This design comes from an exercise in tuning for small area, a short achievable clock period and few clock cycles per item on the open sky130 flow, not from production work. At most, simulation tests tie the RTL to the original design; equivalence was not proved. Power is estimated from default activity; no workload was simulated.

==> flow/design.v (excerpt) <==
module pen_event_throttle_core (
  input  logic        clk,
  input  logic        rst,
  input  logic        s_tvalid,
  output logic        s_tready,
  input  logic [63:0] s_tdata,    
  input  logic [2:0]  s_tuser,    
  output logic        m_tvalid,
  input  logic        m_tready,
  output logic [31:0] m_tdata,    
  output logic        m_tuser,    
  input  logic        cfg_valid,
  output logic        cfg_ready,
  input  logic [2:0]  cfg_index,
  input  logic [15:0] cfg_data
);
Size: ~700 flip-flops, ~130 I/O pins, about 50000 um^2 of cells after synthesis.
clock: 12.0 ns
lec_check: 0
abc_clock_period_in_ps: 4000
cap_margin: 20
core_margin: 2
core_utilization: 55
setup_slack_margin: 5
slew_margin: 20
tns_end_percent: 100
run.sh (not shown) runs the stock make flow with config.mk's settings and CLKGATE_MAP_FILE= SYNTH_SCRIPT=/design/flow/synth_recipe.tcl, a recipe that flattens the netlist after the stock synthesis.
The baseline ran to the end with no violations.
Then changed:
- ABC_CLOCK_PERIOD_IN_PS: 4000 -> 6000
- TNS_END_PERCENT: 100 -> not set
- count of clock-buffer cells in the layout stays the same
- via count stays the same
- setup slack stays the same
- critical path depth is unchanged
- final area is unchanged
No run of this note included a check of the RTL's function; only the layout flow was run.

---

pen_event_throttle_core, a different RTL version from the one above (not shown whole).
For scale: about 5100 cells after synthesis, about 130 I/O pins.
clock: 12.0 ns
lec_check: 0
cap_margin: 20
core_margin: 2
core_utilization: 55
place_density: 0.75
setup_slack_margin: 5
slew_margin: 20
The baseline produced a clean layout.
Testbench counts at the start, summed over its fixed seeds: cycles 3,346, items 2,459.
Edit:
PLACE_DENSITY = unset   (was 0.75)
The new run finished clean.
Synthesized cell count is unchanged.
Routed wire length is higher by 3.0%.
Total power is higher by 2.3%.
Final area is higher by 0.68%.
First-iteration DRC count is lower by 23%.
Synthesized area is unchanged.
Setup slack improves by 330 ps.
Final cell count hardly moves.
Utilization is higher by 0.42 points.

---

Setup of job 101:
pen_event_throttle_core, a different RTL version from the one above (not shown whole).
Size in the first run: ~5,300 cells after synthesis, about 630 flip-flops, roughly 130 I/O pins.
Design pen_event_throttle_core, start of the top module:
module pen_event_throttle_core (
  input  logic        clk,
  input  logic        rst,
  input  logic        s_tvalid,
  output logic        s_tready,
  input  logic [63:0] s_tdata,    
  input  logic [2:0]  s_tuser,    
  output logic        m_tvalid,
  input  logic        m_tready,
  output logic [31:0] m_tdata,    
  output logic        m_tuser,    
  input  logic        cfg_valid,
  output logic        cfg_ready,
  input  logic [2:0]  cfg_index,
  input  logic [15:0] cfg_data
);
  localparam logic [2:0] OP_DOWN = pet_pkg::OP_DOWN;
  localparam logic [2:0] OP_UP   = pet_pkg::OP_UP;
  localparam logic [2:0] OP_MOVE = pet_pkg::OP_MOVE;
  localparam logic [2:0] OP_GEST = pet_pkg::OP_GESTURE;
  function automatic logic [15:0] abs_diff(input logic [15:0] a, input logic [15:0] b);
    logic signed [16:0] d;
    logic [16:0]        m;
    d = $signed({a[15], a}) - $signed({b[15], b});
    m = d[16] ? 17'(-d) : 17'(d);
    abs_diff = m[15:0];
  endfunction
  function automatic logic neg3(input logic [17:0] a, input logic [17:0] b, input logic [17:0] c);
    logic [17:0] sv, cv, y;
    sv = a ^ b ^ c;
    cv = {(a[16:0] & b[16:0]) | (a[16:0] & c[16:0]) | (b[16:0] & c[16:0]), 1'b0};
    y  = sv + cv;
    neg3 = y[17];
  endfunction
  function automatic logic near(input logic [15:0] a, input logic [15:0] b, input logic [11:0] r);
    near = !neg3({6'd0, r}, {{2{b[15]}}, b}, ~{{2{a[15]}}, a}) &&
           !neg3({6'd0, r}, {{2{a[15]}}, a}, ~{{2{b[15]}}, b});
  endfunction
  function automatic logic [15:0] abs_diff2(input logic [15:0] a, input logic [15:0] b);
    logic [16:0] d1, d2;
    d1 = {a[15], a} - {b[15], b};
    d2 = {b[15], b} - {a[15], a};
    abs_diff2 = d1[16] ? d2[15:0] : d1[15:0];
  endfunction
  function automatic logic [3:0] msb12(input logic [11:0] v);
    msb12 = 4'd0;
    for (int i = 1; i < 12; i++) begin
      if (v[i]) msb12 = 4'(i);
    end
  endfunction
  logic [11:0] tap_radius;
  logic [11:0] tap_radius_min;
  logic [11:0] rad_hi;         
  logic [15:0] shrink_period_ms;
  logic [22:0] per_scaled;     
  logic [6:0]  shrink_percent;
  logic [9:0]  move_lim;       
  logic [9:0]  gest_lim;       
  ...
clock: 12.0 ns
lec_check: 0
abc_clock_period_in_ps: 6000
cap_margin: 20
core_margin: 2
core_utilization: 55
setup_slack_margin: 4
slew_margin: 20
### job 101 -> job 102
Settings: ABC_CLOCK_PERIOD_IN_PS no longer set, was 6000; CORE_UTILIZATION now 40, was 55; SETUP_SLACK_MARGIN no longer set, was 4.
## What came out
Job 102: core utilization 16 points below job 101. Job 102 against job 101; routed wire length is up slightly. Job 101 leaves more setup margin than job 102. Job 101 → job 102: total power increased by 0.41% relative to the old numbers; sequential-cell power consumption level; initial antenna violation count shows a reduction of 2; overall die height picked up an extra about 17%; horizontal extent of the die grew by 17%. Share of total power in combinational logic in job 102 vs job 101: down 0.5 points. Job 102 vs job 101: first-pass GRT wire length up slightly.
No run of this note included a check of the RTL's function; only the layout flow was run.

---

## lane 1
Another version of the RTL of pen_event_throttle_core (not shown whole).
Size: roughly 5300 cells after synthesis, roughly 130 I/O pins.
==> flow/config.mk <==
export PLATFORM = sky130hd
export DESIGN_NAME = pen_event_throttle_core
export DESIGN_NICKNAME = pen_event_throttle_core
export VERILOG_FILES = /design/flow/design.v
export SDC_FILE = /design/flow/constraint.sdc
export NUM_CORES = 4
export LEC_CHECK = 0
export CAP_MARGIN = 20
export CORE_MARGIN = 2
export CORE_UTILIZATION = 55
export CTS_BUF_LIST = sky130_fd_sc_hd__clkbuf_4 sky130_fd_sc_hd__clkbuf_8
export CTS_CLUSTER_SIZE = 30
export SETUP_SLACK_MARGIN = 5
export SLEW_MARGIN = 20
==> flow/constraint.sdc <==
create_clock -name core_clock -period 12.0 [get_ports {clk}]
set_input_delay 2.4000 -clock core_clock [delete_from_list [all_inputs] [get_ports {clk}]]
set_output_delay 2.4000 -clock core_clock [all_outputs]
set_load 0.01 [all_outputs]
Lane 1 ended with every stage complete and zero timing, DRC or antenna violations.
Testbench counts of lane 1, summed over its fixed seeds: cycles 3,346, items 2,459.
Edits applied to the flow inputs when going from lane 1 to lane 2:
Settings: a deleted CTS_CLUSTER_SIZE that had been 30; a deleted CTS_BUF_LIST that had been sky130_fd_sc_hd__clkbuf_4 sky130_fd_sc_hd__clkbuf_8.
==> comparison <==
Via count: lane 1 and lane 2 compared, higher one is lane 1
Status: total length of routed met2 wires parity (lane 2, lane 1)
In lane 2, the insertion delay to the later sink of the worst-skew pair came out 0.13 ns below the value in lane 1.

what the ideal ports hide:
How much do the figures lean on ideal ports? The routed layouts below were timed once more, with nothing changed but the port constraints.
Step 1: set_driving_cell puts a clkbuf_16 on clk and a buf_2 on each other input, an assumption about the parent block.
Step 2 moves the port delays by t, midway between the first and last clock arrival at a register: inputs arrive t later, outputs are due t later. That takes back most of the time a late clock gives input paths.
Slacks: ideal ports / drivers / drivers and shift; pairs: ideal ports / drivers.
run	t, ns	slack for setup (ns)	hold slack, ns	latest minus earliest clock arrival (ns)	worst data-port slew with drivers (ns)
the first run of note 1	0.741	6.504 / 6.504 / 6.151	0.450 / 0.450 / 0.450	0.032 / 0.032	0.09
the second run of note 1	0.741	6.504 / 6.504 / 6.151	0.450 / 0.450 / 0.450	0.032 / 0.032	0.09
the first run of note 2	0.706	5.910 / 5.910 / 5.910	0.451 / 0.451 / 0.451	0.040 / 0.040	0.12
the second run of note 2	0.723	6.238 / 6.202 / 6.238	0.451 / 0.451 / 0.451	0.047 / 0.046	0.06
job 101	0.715	4.688 / 4.688 / 4.688	0.459 / 0.459 / 0.459	0.022 / 0.022	0.06
job 102	0.743	3.817 / 3.817 / 3.817	0.454 / 0.454 / 0.454	0.043 / 0.044	0.05
lane 1	0.840	6.171 / 6.103 / 6.124	0.450 / 0.450 / 0.450	0.036 / 0.036	0.10
lane 2	0.718	6.335 / 6.264 / 6.130	0.450 / 0.450 / 0.450	0.027 / 0.027	0.11
After both steps setup and hold are still met in every run listed.
